From an optimization exercise on the open Yosys and OpenROAD flow, aimed at small area; shortcuts taken in it are not production practice. Function was checked by simulation only, so behaviour that the tests miss may differ from the original. Power is estimated from default activity; no workload was simulated.

== the reference run ==
==> flow/design.v <==
package motion_pkg;
  localparam int num_motors = 2;
  localparam int word_bits  = 64;
  localparam int acc_bits   = 16;   
  localparam int dur_bits   = 16;   
  localparam int op_bits    = 8;
  localparam int free_bits  = 4;
endpackage
`timescale 1ns/1ps
module motion_core (
  input  logic       buffered_clk,
  input  logic       resetn_in,
  input  logic       sck,
  input  logic       cs_n,
  input  logic       copi,
  output logic       cipo,
  output logic [1:0] step,
  output logic [1:0] dir,
  output logic [1:0] enable_out,
  output logic       buffer_dtr,
  output logic       move_done
);
  logic rst;
  always_ff @(posedge buffered_clk) begin
    rst <= ~resetn_in;
  end
  logic [2:0]  sck_s;
  logic [2:0]  cs_s;
  logic        sck_rise, sck_fall, cs_rise, cs_fall;
  logic [63:0] rx;           
  logic [6:0]  bit_cnt;
  logic        cnt64;
  logic        dec;          
  logic [7:0]  op;
  assign sck_rise = sck_s[1] & ~sck_s[2];
  assign sck_fall = ~sck_s[1] & sck_s[2];
  assign cs_rise  = cs_s[1] & ~cs_s[2];
  assign cs_fall  = ~cs_s[1] & cs_s[2];
  assign cnt64    = bit_cnt[6];
  assign dec      = bit_cnt == 7'd68;
  assign op       = rx[63:56];
  always_ff @(posedge buffered_clk) begin
    sck_s <= {sck_s[1:0], sck};
    cs_s  <= {cs_s[1:0], cs_n};
  end
  logic sh1, sh0;
  always_ff @(posedge buffered_clk) begin
    sh1 <= sck_s[0] & ~sck_s[1];
    sh0 <= ~(sck_s[0] & ~sck_s[1]);
    rx  <= ({rx[62:0], copi} & {64{sh1}}) | (rx & {64{sh0}});
  end
  always_ff @(posedge buffered_clk) begin
    if (rst || cs_fall) begin
      bit_cnt <= '0;
    end else if (cnt64 ? (cs_rise || bit_cnt[5:0] != '0) : sck_fall) begin
      bit_cnt <= bit_cnt + 7'd1;
    end
  end
  logic       push;
  logic [7:0] last_op;
  logic [7:0] moves_done;
  logic [3:0] md_wait;
  logic       overflow;
  logic       move_complete;
  logic       full;
  logic       is_enable, is_move, is_clear;
  assign is_enable = op == 8'h01;
  assign is_move   = op == 8'h02;
  assign is_clear  = op == 8'h03;
  always_ff @(posedge buffered_clk) begin
    push <= dec & is_move & ~full;
  end
  always_ff @(posedge buffered_clk) begin
    if (rst) begin
      last_op <= '0;
    end else if (dec) begin
      last_op <= op;
    end
  end
  always_ff @(posedge buffered_clk) begin
    if (rst) begin
      enable_out <= '0;
      moves_done <= '0;
      md_wait    <= '0;
      overflow   <= 1'b0;
    end else begin
      if (dec & is_enable) begin
        enable_out <= rx[49:48];
      end
      if (dec & is_clear) begin
        moves_done <= '0;
        md_wait    <= '0;
      end else if (cs_s[1]) begin
        if (move_complete || md_wait != '0) begin
          moves_done <= moves_done + 8'd1;
        end
        if (md_wait != '0 && !move_complete) begin
          md_wait <= md_wait - 4'd1;
        end
      end else if (move_complete) begin
        md_wait <= md_wait + 4'd1;
      end
      if (dec & is_clear) begin
        overflow <= 1'b0;
      end else if (dec & is_move & full) begin
        overflow <= 1'b1;
      end
    end
  end
  logic [49:0] ring [8];
  logic [2:0]  wr_rel, rd_rel;
  logic        empty;
  logic        pop;
  logic        pend;         
  logic [3:0]  free_slots;
  logic [49:0] head;
  logic        ld;
  assign empty      = (wr_rel == rd_rel) & ~full;
  assign free_slots = {empty, rd_rel - wr_rel};
  logic [2:0]  wr_rel_d;
  logic        full_d, pend_d, wsel1, wsel0;
  assign wr_rel_d = rst ? 3'd0 : wr_rel - {2'b0, ~push};
  assign full_d   = rst ? 1'b0 : pop ? 1'b0 : (push && (wr_rel + 3'd1) == rd_rel) ? 1'b1 : full;
  assign pend_d   = push | (pend & (wr_rel != 3'd1));
  logic [7:0]  rsel;
  always_comb begin
    for (int i = 0; i < 8; i++) begin
      rsel[i] = ld & (rd_rel == 3'(i));
    end
    head = '0;
    for (int i = 0; i < 8; i++) begin
      head = head | ({50{rsel[i]}} & ring[i]);
    end
  end
  always_ff @(posedge buffered_clk) begin
    pend  <= pend_d;
    wsel1 <= ((wr_rel_d == 3'd0) & ~full_d) | (pend_d & (wr_rel_d == 3'd1));
    wsel0 <= ~(((wr_rel_d == 3'd0) & ~full_d) | (pend_d & (wr_rel_d == 3'd1)));
  end
  always_ff @(posedge buffered_clk) begin
    for (int i = 0; i < 7; i++) begin
      ring[i] <= ring[i+1];
    end
    ring[7] <= (rx[49:0] & {50{wsel1}}) | (ring[0] & {50{wsel0}});
  end
  always_ff @(posedge buffered_clk) begin
    if (rst) begin
      rd_rel <= '0;
    end else begin
      rd_rel <= rd_rel - {2'b0, ~pop};
    end
    wr_rel <= wr_rel_d;
    full   <= full_d;
  end
  logic [2:0]  st;
  logic [15:0] rem;
  logic [15:0] inc0, inc1, acc0, acc1;
  logic [4:0]  s0, s1;
  logic [3:0]  r_nib;
  logic        c0, c1;       
  logic        b_in, bw;     
  logic        tick, running, chk, rem_last;
  assign ld       = st == 3'b001;
  assign tick     = st == 3'b111;
  assign running  = st[2] | st[1];
  assign pop      = st == 3'b010;
  assign chk      = st[1] & st[0];
  assign s0       = {1'b0, acc0[3:0]} + {1'b0, inc0[3:0]} + {4'b0, c0};
  assign s1       = {1'b0, acc1[3:0]} + {1'b0, inc1[3:0]} + {4'b0, c1};
  assign step     = {tick & s1[4], tick & s0[4]};
  assign b_in     = (st[1:0] == 2'b00) | bw;
  assign r_nib    = rem[3:0] - {3'b0, st[2] & b_in};   
  assign rem_last = (rem[15:4] == '0) & (r_nib == '0);
  assign move_complete = chk & rem_last;
  always_ff @(posedge buffered_clk) begin
    inc0 <= {head[39:32], head[47:40]} | ({16{~ld}} & {inc0[3:0], inc0[15:4]});
    inc1 <= {head[23:16], head[31:24]} | ({16{~ld}} & {inc1[3:0], inc1[15:4]});
    rem  <= {head[7:0], head[15:8]} | ({16{~ld}} & {r_nib, rem[15:4]});
    acc0 <= {st[2] ? s0[3:0] : 4'b0, acc0[15:4]};
    acc1 <= {st[2] ? s1[3:0] : 4'b0, acc1[15:4]};
    c0   <= st[2] & ~chk & s0[4];
    c1   <= st[2] & ~chk & s1[4];
    bw   <= b_in & (rem[3:0] == '0);
  end
  always_ff @(posedge buffered_clk) begin
    if (rst) begin
      st  <= 3'b000;
      dir <= '0;
    end else begin
      dir <= head[49:48] | ({2{~ld}} & dir);
      if ((st == 3'b000 && empty) || move_complete) begin
        st <= 3'b000;
      end else if (tick) begin
        st <= 3'b100;
      end else begin
        st <= st + 3'd1;
      end
    end
  end
  assign buffer_dtr = ~full;
  assign move_done  = empty & ~running;
  logic [3:0] free_snap;
  logic       busy_snap;
  logic [63:0] status;
  always_ff @(posedge buffered_clk) begin
    if (cs_fall) begin
      free_snap <= free_slots;
      busy_snap <= running;
    end
  end
  assign status = {last_op, 40'd0, moves_done, free_snap, overflow, busy_snap, enable_out};
  assign cipo   = ~cnt64 & status[~bit_cnt[5:0]];
endmodule
export LEC_CHECK = 0
export CAP_MARGIN = 20
export CORE_MARGIN = 2
export CORE_UTILIZATION = 40
export SLEW_MARGIN = 20
create_clock -name core_clock -period 10.0 [get_ports {buffered_clk}]
standard.sh (not shown) runs the stock make flow with config.mk's settings and CLKGATE_MAP_FILE= SYNTH_SCRIPT=/design/flow/synth_recipe.tcl, a recipe that flattens the netlist after the stock synthesis.
==> flow/flow/run.sh <==
#!/bin/bash
# Layout flow: the standard ORFS flow, except
#  - the combinational logic is mapped with an area-oriented ABC script
#    (flow/abc_area_map.script) in place of ORFS's delay-oriented one; the
#    rest of synthesis is ORFS's, so the registers are the standard ones,
#    which is checked below against a standard synthesis run first;
#  - CTS uses small clock buffers and no dummy loads;
#  - the ports get single-drive buffers.
# Each tool's output goes to a log file in this folder.
set -euo pipefail
RES=orfs/results/sky130hd/motion_core/base

bash standard.sh synth > synth_standard.log 2>&1
mkdir -p synth_standard
cp $RES/1_2_yosys.v synth_standard/

# 2. The same synthesis with the area mapping script
rm -rf alt_scripts && mkdir alt_scripts
for f in "$FLOW_HOME"/scripts/*; do ln -s "$f" alt_scripts/; done
rm alt_scripts/abc_speed.script
cp flow/abc_area_map.script alt_scripts/abc_speed.script
rm -f $RES/1_2_yosys.v $RES/1_2_yosys.sdc $RES/1_synth.odb $RES/1_synth.sdc
SCRIPTS_DIR=$PWD/alt_scripts bash standard.sh synth > synth_area.log 2>&1

# 3. Both netlists must hold the same registers, by name and cell type
regs() { grep -E '^\s*sky130_fd_sc_hd__(s?e?df|dl)[a-z0-9_]* ' "$1" | awk '{print $1, $2}' | sort; }
regs synth_standard/1_2_yosys.v > regs_standard.txt
regs $RES/1_2_yosys.v > regs_area.txt
if ! cmp -s regs_standard.txt regs_area.txt || [ ! -s regs_standard.txt ]; then
  echo "register mismatch: falling back to the standard synthesis" >> synth_area.log
  rm -f $RES/1_2_yosys.v $RES/1_2_yosys.sdc $RES/1_synth.odb $RES/1_synth.sdc
  bash standard.sh synth > synth_standard_again.log 2>&1
fi

# 4. The rest of the standard flow
export CTS_ARGS="-sink_clustering_enable -repair_clock_nets -sink_clustering_size 10 -sink_clustering_max_diameter 45 -buf_list sky130_fd_sc_hd__clkbuf_4 -dont_use_dummy_load"
export BUFFER_PORTS_ARGS="-buffer_cell sky130_fd_sc_hd__buf_1"
bash standard.sh > flow_make.log 2>&1
==> flow/flow/abc_area_map.script <==
strash
&get -n
&fraig -x
&put
scorr
dc2
strash
&get -n
&dch -f
&nf -R 1000 -p
&put
Relative to the reference run, the following input files were edited for the trial run:
--- a/flow/design.v
+++ b/flow/design.v
@@ -26,35 +26,36 @@
   end
   logic [2:0]  sck_s;
   logic [2:0]  cs_s;
   logic        sck_rise, sck_fall, cs_rise, cs_fall;
   logic [63:0] rx;           
-  logic [6:0]  bit_cnt;
+  logic [6:0]  bit_cnt;      
+  logic [3:0]  rise_d;       
   logic        cnt64;
   logic        dec;          
   logic [7:0]  op;
   assign sck_rise = sck_s[1] & ~sck_s[2];
   assign sck_fall = ~sck_s[1] & sck_s[2];
   assign cs_rise  = cs_s[1] & ~cs_s[2];
   assign cs_fall  = ~cs_s[1] & cs_s[2];
   assign cnt64    = bit_cnt[6];
-  assign dec      = bit_cnt == 7'd68;
+  assign dec      = rise_d[3] & cnt64;
   assign op       = rx[63:56];
   always_ff @(posedge buffered_clk) begin
     sck_s <= {sck_s[1:0], sck};
     cs_s  <= {cs_s[1:0], cs_n};
   end
-  logic sh1, sh0;
-  always_ff @(posedge buffered_clk) begin
-    sh1 <= sck_s[0] & ~sck_s[1];
-    sh0 <= ~(sck_s[0] & ~sck_s[1]);
-    rx  <= ({rx[62:0], copi} & {64{sh1}}) | (rx & {64{sh0}});
+  always_ff @(posedge buffered_clk) begin
+    rise_d <= {rise_d[2:0], cs_rise};
+    if (sck_rise) begin
+      rx <= {rx[62:0], copi};
+    end
   end
   always_ff @(posedge buffered_clk) begin
     if (rst || cs_fall) begin
       bit_cnt <= '0;
-    end else if (cnt64 ? (cs_rise || bit_cnt[5:0] != '0) : sck_fall) begin
+    end else if (sck_fall && !cnt64) begin
       bit_cnt <= bit_cnt + 7'd1;
     end
   end
   logic       push;
   logic [7:0] last_op;
@@ -110,20 +111,17 @@
   logic [49:0] ring [8];
   logic [2:0]  wr_rel, rd_rel;
   logic        empty;
   logic        pop;
   logic        pend;         
+  logic        wr_now;
   logic [3:0]  free_slots;
   logic [49:0] head;
   logic        ld;
   assign empty      = (wr_rel == rd_rel) & ~full;
   assign free_slots = {empty, rd_rel - wr_rel};
-  logic [2:0]  wr_rel_d;
-  logic        full_d, pend_d, wsel1, wsel0;
-  assign wr_rel_d = rst ? 3'd0 : wr_rel - {2'b0, ~push};
-  assign full_d   = rst ? 1'b0 : pop ? 1'b0 : (push && (wr_rel + 3'd1) == rd_rel) ? 1'b1 : full;
-  assign pend_d   = push | (pend & (wr_rel != 3'd1));
+  assign wr_now     = ((wr_rel == 3'd0) & ~full) | (pend & (wr_rel == 3'd1));
   logic [7:0]  rsel;
   always_comb begin
     for (int i = 0; i < 8; i++) begin
       rsel[i] = ld & (rd_rel == 3'(i));
     end
@@ -131,58 +129,64 @@
     for (int i = 0; i < 8; i++) begin
       head = head | ({50{rsel[i]}} & ring[i]);
     end
   end
   always_ff @(posedge buffered_clk) begin
-    pend  <= pend_d;
-    wsel1 <= ((wr_rel_d == 3'd0) & ~full_d) | (pend_d & (wr_rel_d == 3'd1));
-    wsel0 <= ~(((wr_rel_d == 3'd0) & ~full_d) | (pend_d & (wr_rel_d == 3'd1)));
+    pend <= push | (pend & (wr_rel != 3'd1));
   end
   always_ff @(posedge buffered_clk) begin
     for (int i = 0; i < 7; i++) begin
       ring[i] <= ring[i+1];
     end
-    ring[7] <= (rx[49:0] & {50{wsel1}}) | (ring[0] & {50{wsel0}});
-  end
-  always_ff @(posedge buffered_clk) begin
-    if (rst) begin
+    ring[7] <= wr_now ? rx[49:0] : ring[0];
+  end
+  always_ff @(posedge buffered_clk) begin
+    if (rst) begin
+      wr_rel <= '0;
       rd_rel <= '0;
+      full   <= 1'b0;
     end else begin
+      wr_rel <= wr_rel - {2'b0, ~push};
       rd_rel <= rd_rel - {2'b0, ~pop};
-    end
-    wr_rel <= wr_rel_d;
-    full   <= full_d;
+      if (pop) begin
+        full <= 1'b0;
+      end else if (push && (wr_rel + 3'd1) == rd_rel) begin
+        full <= 1'b1;
+      end
+    end
   end
   logic [2:0]  st;
   logic [15:0] rem;
   logic [15:0] inc0, inc1, acc0, acc1;
   logic [4:0]  s0, s1;
   logic [3:0]  r_nib;
   logic        c0, c1;       
   logic        b_in, bw;     
+  logic        zf;           
   logic        tick, running, chk, rem_last;
   assign ld       = st == 3'b001;
   assign tick     = st == 3'b111;
   assign running  = st[2] | st[1];
   assign pop      = st == 3'b010;
   assign chk      = st[1] & st[0];
   assign s0       = {1'b0, acc0[3:0]} + {1'b0, inc0[3:0]} + {4'b0, c0};
   assign s1       = {1'b0, acc1[3:0]} + {1'b0, inc1[3:0]} + {4'b0, c1};
   assign step     = {tick & s1[4], tick & s0[4]};
   assign b_in     = (st[1:0] == 2'b00) | bw;
-  assign r_nib    = rem[3:0] - {3'b0, st[2] & b_in};   
-  assign rem_last = (rem[15:4] == '0) & (r_nib == '0);
+  assign r_nib    = rem[3:0] - {3'b0, b_in};
+  assign rem_last = st[2] ? (zf & (r_nib == '0)) : (rem == '0);
   assign move_complete = chk & rem_last;
   always_ff @(posedge buffered_clk) begin
     inc0 <= {head[39:32], head[47:40]} | ({16{~ld}} & {inc0[3:0], inc0[15:4]});
     inc1 <= {head[23:16], head[31:24]} | ({16{~ld}} & {inc1[3:0], inc1[15:4]});
-    rem  <= {head[7:0], head[15:8]} | ({16{~ld}} & {r_nib, rem[15:4]});
+    rem  <= {head[7:0], head[15:8]} | ({16{~ld}} & {st[2] ? r_nib : rem[3:0], rem[15:4]});
     acc0 <= {st[2] ? s0[3:0] : 4'b0, acc0[15:4]};
     acc1 <= {st[2] ? s1[3:0] : 4'b0, acc1[15:4]};
     c0   <= st[2] & ~chk & s0[4];
     c1   <= st[2] & ~chk & s1[4];
     bw   <= b_in & (rem[3:0] == '0);
+    zf   <= ((st[1:0] == 2'b00) | zf) & (r_nib == '0);
   end
   always_ff @(posedge buffered_clk) begin
     if (rst) begin
       st  <= 3'b000;
       dir <= '0;
[summary]
Comparing the trial run against the reference run, there is no change at all in boundary pin count.
In the trial run the minimum clock period turned out 61 ps lower than in the reference run.
The clock skew of the trial run was inferior to that of the reference run.
From the reference run to the trial run the numbers moved as follows: total number of sequential cells neither gained nor lost much, global-route total usage across every layer went down by 0.90 points, fraction of the cycle the final worst path needs decreased by 0.61 points relative to the old numbers, setup slack increased by 61 ps relative to the old numbers.

---

motion_core with an RTL version that a note above also has.
For scale: roughly 610 flip-flops, ~14 I/O pins, about 18,000 sq um of cells after synthesis.
Design motion_core, start of the top module:
module motion_core (
  input  logic       buffered_clk,
  input  logic       resetn_in,
  input  logic       sck,
  input  logic       cs_n,
  input  logic       copi,
  output logic       cipo,
  output logic [1:0] step,
  output logic [1:0] dir,
  output logic [1:0] enable_out,
  output logic       buffer_dtr,
  output logic       move_done
);
==> module motion_core, before the edit <==
module motion_core (
  input  logic       buffered_clk,
  input  logic       resetn_in,
  input  logic       sck,
  input  logic       cs_n,
  input  logic       copi,
  output logic       cipo,
  output logic [1:0] step,
  output logic [1:0] dir,
  output logic [1:0] enable_out,
  output logic       buffer_dtr,
  output logic       move_done
);
  logic rst;
  always_ff @(posedge buffered_clk) begin
    rst <= ~resetn_in;
  end
  logic [2:0]  sck_s;
  logic [2:0]  cs_s;
  logic        sck_rise, sck_fall, cs_rise, cs_fall;
  logic [63:0] rx;           
  logic [6:0]  bit_cnt;      
  logic [3:0]  rise_d;       
  logic        cnt64;
  logic        dec;          
  logic [7:0]  op;
  assign sck_rise = sck_s[1] & ~sck_s[2];
  assign sck_fall = ~sck_s[1] & sck_s[2];
  assign cs_rise  = cs_s[1] & ~cs_s[2];
  assign cs_fall  = ~cs_s[1] & cs_s[2];
  assign cnt64    = bit_cnt[6];
  assign dec      = rise_d[3] & cnt64;
  assign op       = rx[63:56];
  always_ff @(posedge buffered_clk) begin
    sck_s <= {sck_s[1:0], sck};
    cs_s  <= {cs_s[1:0], cs_n};
  end
  always_ff @(posedge buffered_clk) begin
    rise_d <= {rise_d[2:0], cs_rise};
    if (sck_rise) begin
      rx <= {rx[62:0], copi};
    end
  end
  always_ff @(posedge buffered_clk) begin
    if (rst || cs_fall) begin
      bit_cnt <= '0;
    end else if (sck_fall && !cnt64) begin
      bit_cnt <= bit_cnt + 7'd1;
    end
  end
  logic       push;
  logic [7:0] last_op;
  logic [7:0] moves_done;
  logic [3:0] md_wait;
  logic       overflow;
  logic       move_complete;
  logic       full;
  logic       is_enable, is_move, is_clear;
  assign is_enable = op == 8'h01;
  assign is_move   = op == 8'h02;
  assign is_clear  = op == 8'h03;
  always_ff @(posedge buffered_clk) begin
    push <= dec & is_move & ~full;
  end
  always_ff @(posedge buffered_clk) begin
    if (rst) begin
      last_op <= '0;
    end else if (dec) begin
      last_op <= op;
    end
  end
  always_ff @(posedge buffered_clk) begin
    if (rst) begin
      enable_out <= '0;
      moves_done <= '0;
      md_wait    <= '0;
      overflow   <= 1'b0;
    end else begin
      if (dec & is_enable) begin
        enable_out <= rx[49:48];
      end
      if (dec & is_clear) begin
        moves_done <= '0;
        md_wait    <= '0;
      end else if (cs_s[1]) begin
        if (move_complete || md_wait != '0) begin
          moves_done <= moves_done + 8'd1;
        end
        if (md_wait != '0 && !move_complete) begin
          md_wait <= md_wait - 4'd1;
        end
      end else if (move_complete) begin
        md_wait <= md_wait + 4'd1;
      end
      if (dec & is_clear) begin
        overflow <= 1'b0;
      end else if (dec & is_move & full) begin
        overflow <= 1'b1;
      end
    end
  end
  logic [49:0] ring [8];
  logic [2:0]  wr_rel, rd_rel;
  logic        empty;
  logic        pop;
  logic        pend;         
  logic        wr_now;
  logic [3:0]  free_slots;
  logic [49:0] head;
  logic        ld;
  assign empty      = (wr_rel == rd_rel) & ~full;
  assign free_slots = {empty, rd_rel - wr_rel};
  assign wr_now     = ((wr_rel == 3'd0) & ~full) | (pend & (wr_rel == 3'd1));
  logic [7:0]  rsel;
  always_comb begin
    for (int i = 0; i < 8; i++) begin
      rsel[i] = ld & (rd_rel == 3'(i));
    end
    head = '0;
    for (int i = 0; i < 8; i++) begin
      head = head | ({50{rsel[i]}} & ring[i]);
    end
  end
  always_ff @(posedge buffered_clk) begin
    pend <= push | (pend & (wr_rel != 3'd1));
  end
  always_ff @(posedge buffered_clk) begin
    for (int i = 0; i < 7; i++) begin
      ring[i] <= ring[i+1];
    end
    ring[7] <= wr_now ? rx[49:0] : ring[0];
  end
  always_ff @(posedge buffered_clk) begin
    if (rst) begin
      wr_rel <= '0;
      rd_rel <= '0;
      full   <= 1'b0;
    end else begin
      wr_rel <= wr_rel - {2'b0, ~push};
      rd_rel <= rd_rel - {2'b0, ~pop};
      if (pop) begin
        full <= 1'b0;
      end else if (push && (wr_rel + 3'd1) == rd_rel) begin
        full <= 1'b1;
      end
    end
  end
  logic [2:0]  st;
  logic [15:0] rem;
  logic [15:0] inc0, inc1, acc0, acc1;
  logic [4:0]  s0, s1;
  logic [3:0]  r_nib;
  logic        c0, c1;       
  logic        b_in, bw;     
  logic        zf;           
  logic        tick, running, chk, rem_last;
  assign ld       = st == 3'b001;
  assign tick     = st == 3'b111;
  assign running  = st[2] | st[1];
  assign pop      = st == 3'b010;
  assign chk      = st[1] & st[0];
  assign s0       = {1'b0, acc0[3:0]} + {1'b0, inc0[3:0]} + {4'b0, c0};
  assign s1       = {1'b0, acc1[3:0]} + {1'b0, inc1[3:0]} + {4'b0, c1};
  assign step     = {tick & s1[4], tick & s0[4]};
  assign b_in     = (st[1:0] == 2'b00) | bw;
  assign r_nib    = rem[3:0] - {3'b0, b_in};
  assign rem_last = st[2] ? (zf & (r_nib == '0)) : (rem == '0);
  assign move_complete = chk & rem_last;
  always_ff @(posedge buffered_clk) begin
    inc0 <= {head[39:32], head[47:40]} | ({16{~ld}} & {inc0[3:0], inc0[15:4]});
    inc1 <= {head[23:16], head[31:24]} | ({16{~ld}} & {inc1[3:0], inc1[15:4]});
    rem  <= {head[7:0], head[15:8]} | ({16{~ld}} & {st[2] ? r_nib : rem[3:0], rem[15:4]});
    acc0 <= {st[2] ? s0[3:0] : 4'b0, acc0[15:4]};
    acc1 <= {st[2] ? s1[3:0] : 4'b0, acc1[15:4]};
    c0   <= st[2] & ~chk & s0[4];
    c1   <= st[2] & ~chk & s1[4];
    bw   <= b_in & (rem[3:0] == '0);
    zf   <= ((st[1:0] == 2'b00) | zf) & (r_nib == '0);
  end
  always_ff @(posedge buffered_clk) begin
    if (rst) begin
      st  <= 3'b000;
      dir <= '0;
    end else begin
      dir <= head[49:48] | ({2{~ld}} & dir);
      if ((st == 3'b000 && empty) || move_complete) begin
        st <= 3'b000;
      end else if (tick) begin
        st <= 3'b100;
      end else begin
        st <= st + 3'd1;
      end
    end
  end
  assign buffer_dtr = ~full;
  assign move_done  = empty & ~running;
  logic [3:0] free_snap;
  logic       busy_snap;
  logic [63:0] status;
  always_ff @(posedge buffered_clk) begin
    if (cs_fall) begin
      free_snap <= free_slots;
      busy_snap <= running;
    end
  end
  assign status = {last_op, 40'd0, moves_done, free_snap, overflow, busy_snap, enable_out};
  assign cipo   = ~cnt64 & status[~bit_cnt[5:0]];
endmodule
Settings: LEC_CHECK=0, CAP_MARGIN=20, CORE_MARGIN=2, CORE_UTILIZATION=40, CTS_BUF_LIST=sky130_fd_sc_hd__clkbuf_8, CTS_CLUSTER_DIAMETER=50, CTS_CLUSTER_SIZE=16, SLEW_MARGIN=20; clock period 10.0 ns.
==> flow/flow/run.sh <==
#!/bin/bash
set -euo pipefail
export CTS_ARGS="-sink_clustering_enable -repair_clock_nets -sink_clustering_size 16 -sink_clustering_max_diameter 50 -buf_list sky130_fd_sc_hd__clkbuf_8 -dont_use_dummy_load"
export BUFFER_PORTS_ARGS="-buffer_cell sky130_fd_sc_hd__buf_1"
bash standard.sh > flow_make.log 2>&1
Next try:
--- a/flow/design.v
+++ b/flow/design.v
@@ -40,10 +40,15 @@
   assign cnt64    = bit_cnt[6];
   assign dec      = rise_d[3] & cnt64;
   assign op       = rx[63:56];
   always_ff @(posedge buffered_clk) begin
-    sck_s <= {sck_s[1:0], sck};
-    cs_s  <= {cs_s[1:0], cs_n};
+    if (rst) begin
+      sck_s <= '0;
+      cs_s  <= '1;
+    end else begin
+      sck_s <= {sck_s[1:0], sck};
+      cs_s  <= {cs_s[1:0], cs_n};
+    end
   end
   always_ff @(posedge buffered_clk) begin
     rise_d <= {rise_d[2:0], cs_rise};
     if (sck_rise) begin
@@ -59,48 +64,37 @@
   end
   logic       push;
   logic [7:0] last_op;
   logic [7:0] moves_done;
-  logic [3:0] md_wait;
   logic       overflow;
   logic       move_complete;
   logic       full;
   logic       is_enable, is_move, is_clear;
   assign is_enable = op == 8'h01;
   assign is_move   = op == 8'h02;
   assign is_clear  = op == 8'h03;
   always_ff @(posedge buffered_clk) begin
-    push <= dec & is_move & ~full;
-  end
-  always_ff @(posedge buffered_clk) begin
     if (rst) begin
       last_op <= '0;
     end else if (dec) begin
       last_op <= op;
     end
   end
   always_ff @(posedge buffered_clk) begin
     if (rst) begin
+      push       <= 1'b0;
       enable_out <= '0;
       moves_done <= '0;
-      md_wait    <= '0;
       overflow   <= 1'b0;
     end else begin
+      push <= dec & is_move & ~full;
       if (dec & is_enable) begin
         enable_out <= rx[49:48];
       end
       if (dec & is_clear) begin
         moves_done <= '0;
-        md_wait    <= '0;
-      end else if (cs_s[1]) begin
-        if (move_complete || md_wait != '0) begin
-          moves_done <= moves_done + 8'd1;
-        end
-        if (md_wait != '0 && !move_complete) begin
-          md_wait <= md_wait - 4'd1;
-        end
       end else if (move_complete) begin
-        md_wait <= md_wait + 4'd1;
+        moves_done <= moves_done + 8'd1;
       end
       if (dec & is_clear) begin
         overflow <= 1'b0;
       end else if (dec & is_move & full) begin
@@ -130,11 +124,8 @@
       head = head | ({50{rsel[i]}} & ring[i]);
     end
   end
   always_ff @(posedge buffered_clk) begin
-    pend <= push | (pend & (wr_rel != 3'd1));
-  end
-  always_ff @(posedge buffered_clk) begin
     for (int i = 0; i < 7; i++) begin
       ring[i] <= ring[i+1];
     end
     ring[7] <= wr_now ? rx[49:0] : ring[0];
@@ -143,11 +134,13 @@
     if (rst) begin
       wr_rel <= '0;
       rd_rel <= '0;
       full   <= 1'b0;
+      pend   <= 1'b0;
     end else begin
       wr_rel <= wr_rel - {2'b0, ~push};
       rd_rel <= rd_rel - {2'b0, ~pop};
+      pend   <= push | (pend & (wr_rel != 3'd1));
       if (pop) begin
         full <= 1'b0;
       end else if (push && (wr_rel + 3'd1) == rd_rel) begin
         full <= 1'b1;
@@ -202,16 +195,18 @@
     end
   end
   assign buffer_dtr = ~full;
   assign move_done  = empty & ~running;
+  logic [7:0] md_snap;
   logic [3:0] free_snap;
   logic       busy_snap;
   logic [63:0] status;
   always_ff @(posedge buffered_clk) begin
     if (cs_fall) begin
+      md_snap   <= moves_done;
       free_snap <= free_slots;
       busy_snap <= running;
     end
   end
-  assign status = {last_op, 40'd0, moves_done, free_snap, overflow, busy_snap, enable_out};
+  assign status = {last_op, 40'd0, md_snap, free_snap, overflow, busy_snap, enable_out};
   assign cipo   = ~cnt64 & status[~bit_cnt[5:0]];
 endmodule
The new run completed without violations.
Utilization went down by 0.71 points.
Cell count went down by 0.65%.
Global-route usage went down by 0.13 points.
Combinational power went down by 5.6%.
Non-clock buffer count went down by 4.
Total power went down by 2.0%.
Hold slack loses 0.019 ns.
Wire length went up by 2.9%.
Final area is about the same.
Clock power barely changes.
Die area went up by 0.79%.
Maximum frequency went up by 1.1%.

separate check: timing with driven ports:
The results above use ideal ports. As a check the final layouts listed here were re-extracted and re-timed, cells and wires unchanged. Step 1 (the two cells are an assumption about what drives the block):
set clk [get_ports {buffered_clk}]
set_driving_cell -lib_cell sky130_fd_sc_hd__clkbuf_16 $clk
set_driving_cell -lib_cell sky130_fd_sc_hd__buf_2 [delete_from_list [all_inputs] $clk]
Step 2 moves the port delays by t, midway between the first and last clock arrival at a register: inputs arrive t later, outputs are due t later. That takes back most of the time a late clock gives input paths. Slacks: no drivers / after step 1 / after step 2; pairs: no drivers / after step 1.
run	t, ns	setup WS [ns]	worst setup path at the end	slew at the worst register clock pin (ns)	cell pins on the clock port's net
the reference run	0.738	5.418 / 5.372 / 6.109	register to output	0.11 / 0.11	1
the trial run	0.760	5.479 / 5.431 / 6.190	register to output	0.11 / 0.11	1
the first run of note 2	0.624	5.368 / 5.315 / 5.939	register to output	0.10 / 0.10	1
the second run of note 2	0.647	5.416 / 5.360 / 6.008	register to output	0.10 / 0.10	1
After both steps setup and hold are still met in every run listed.
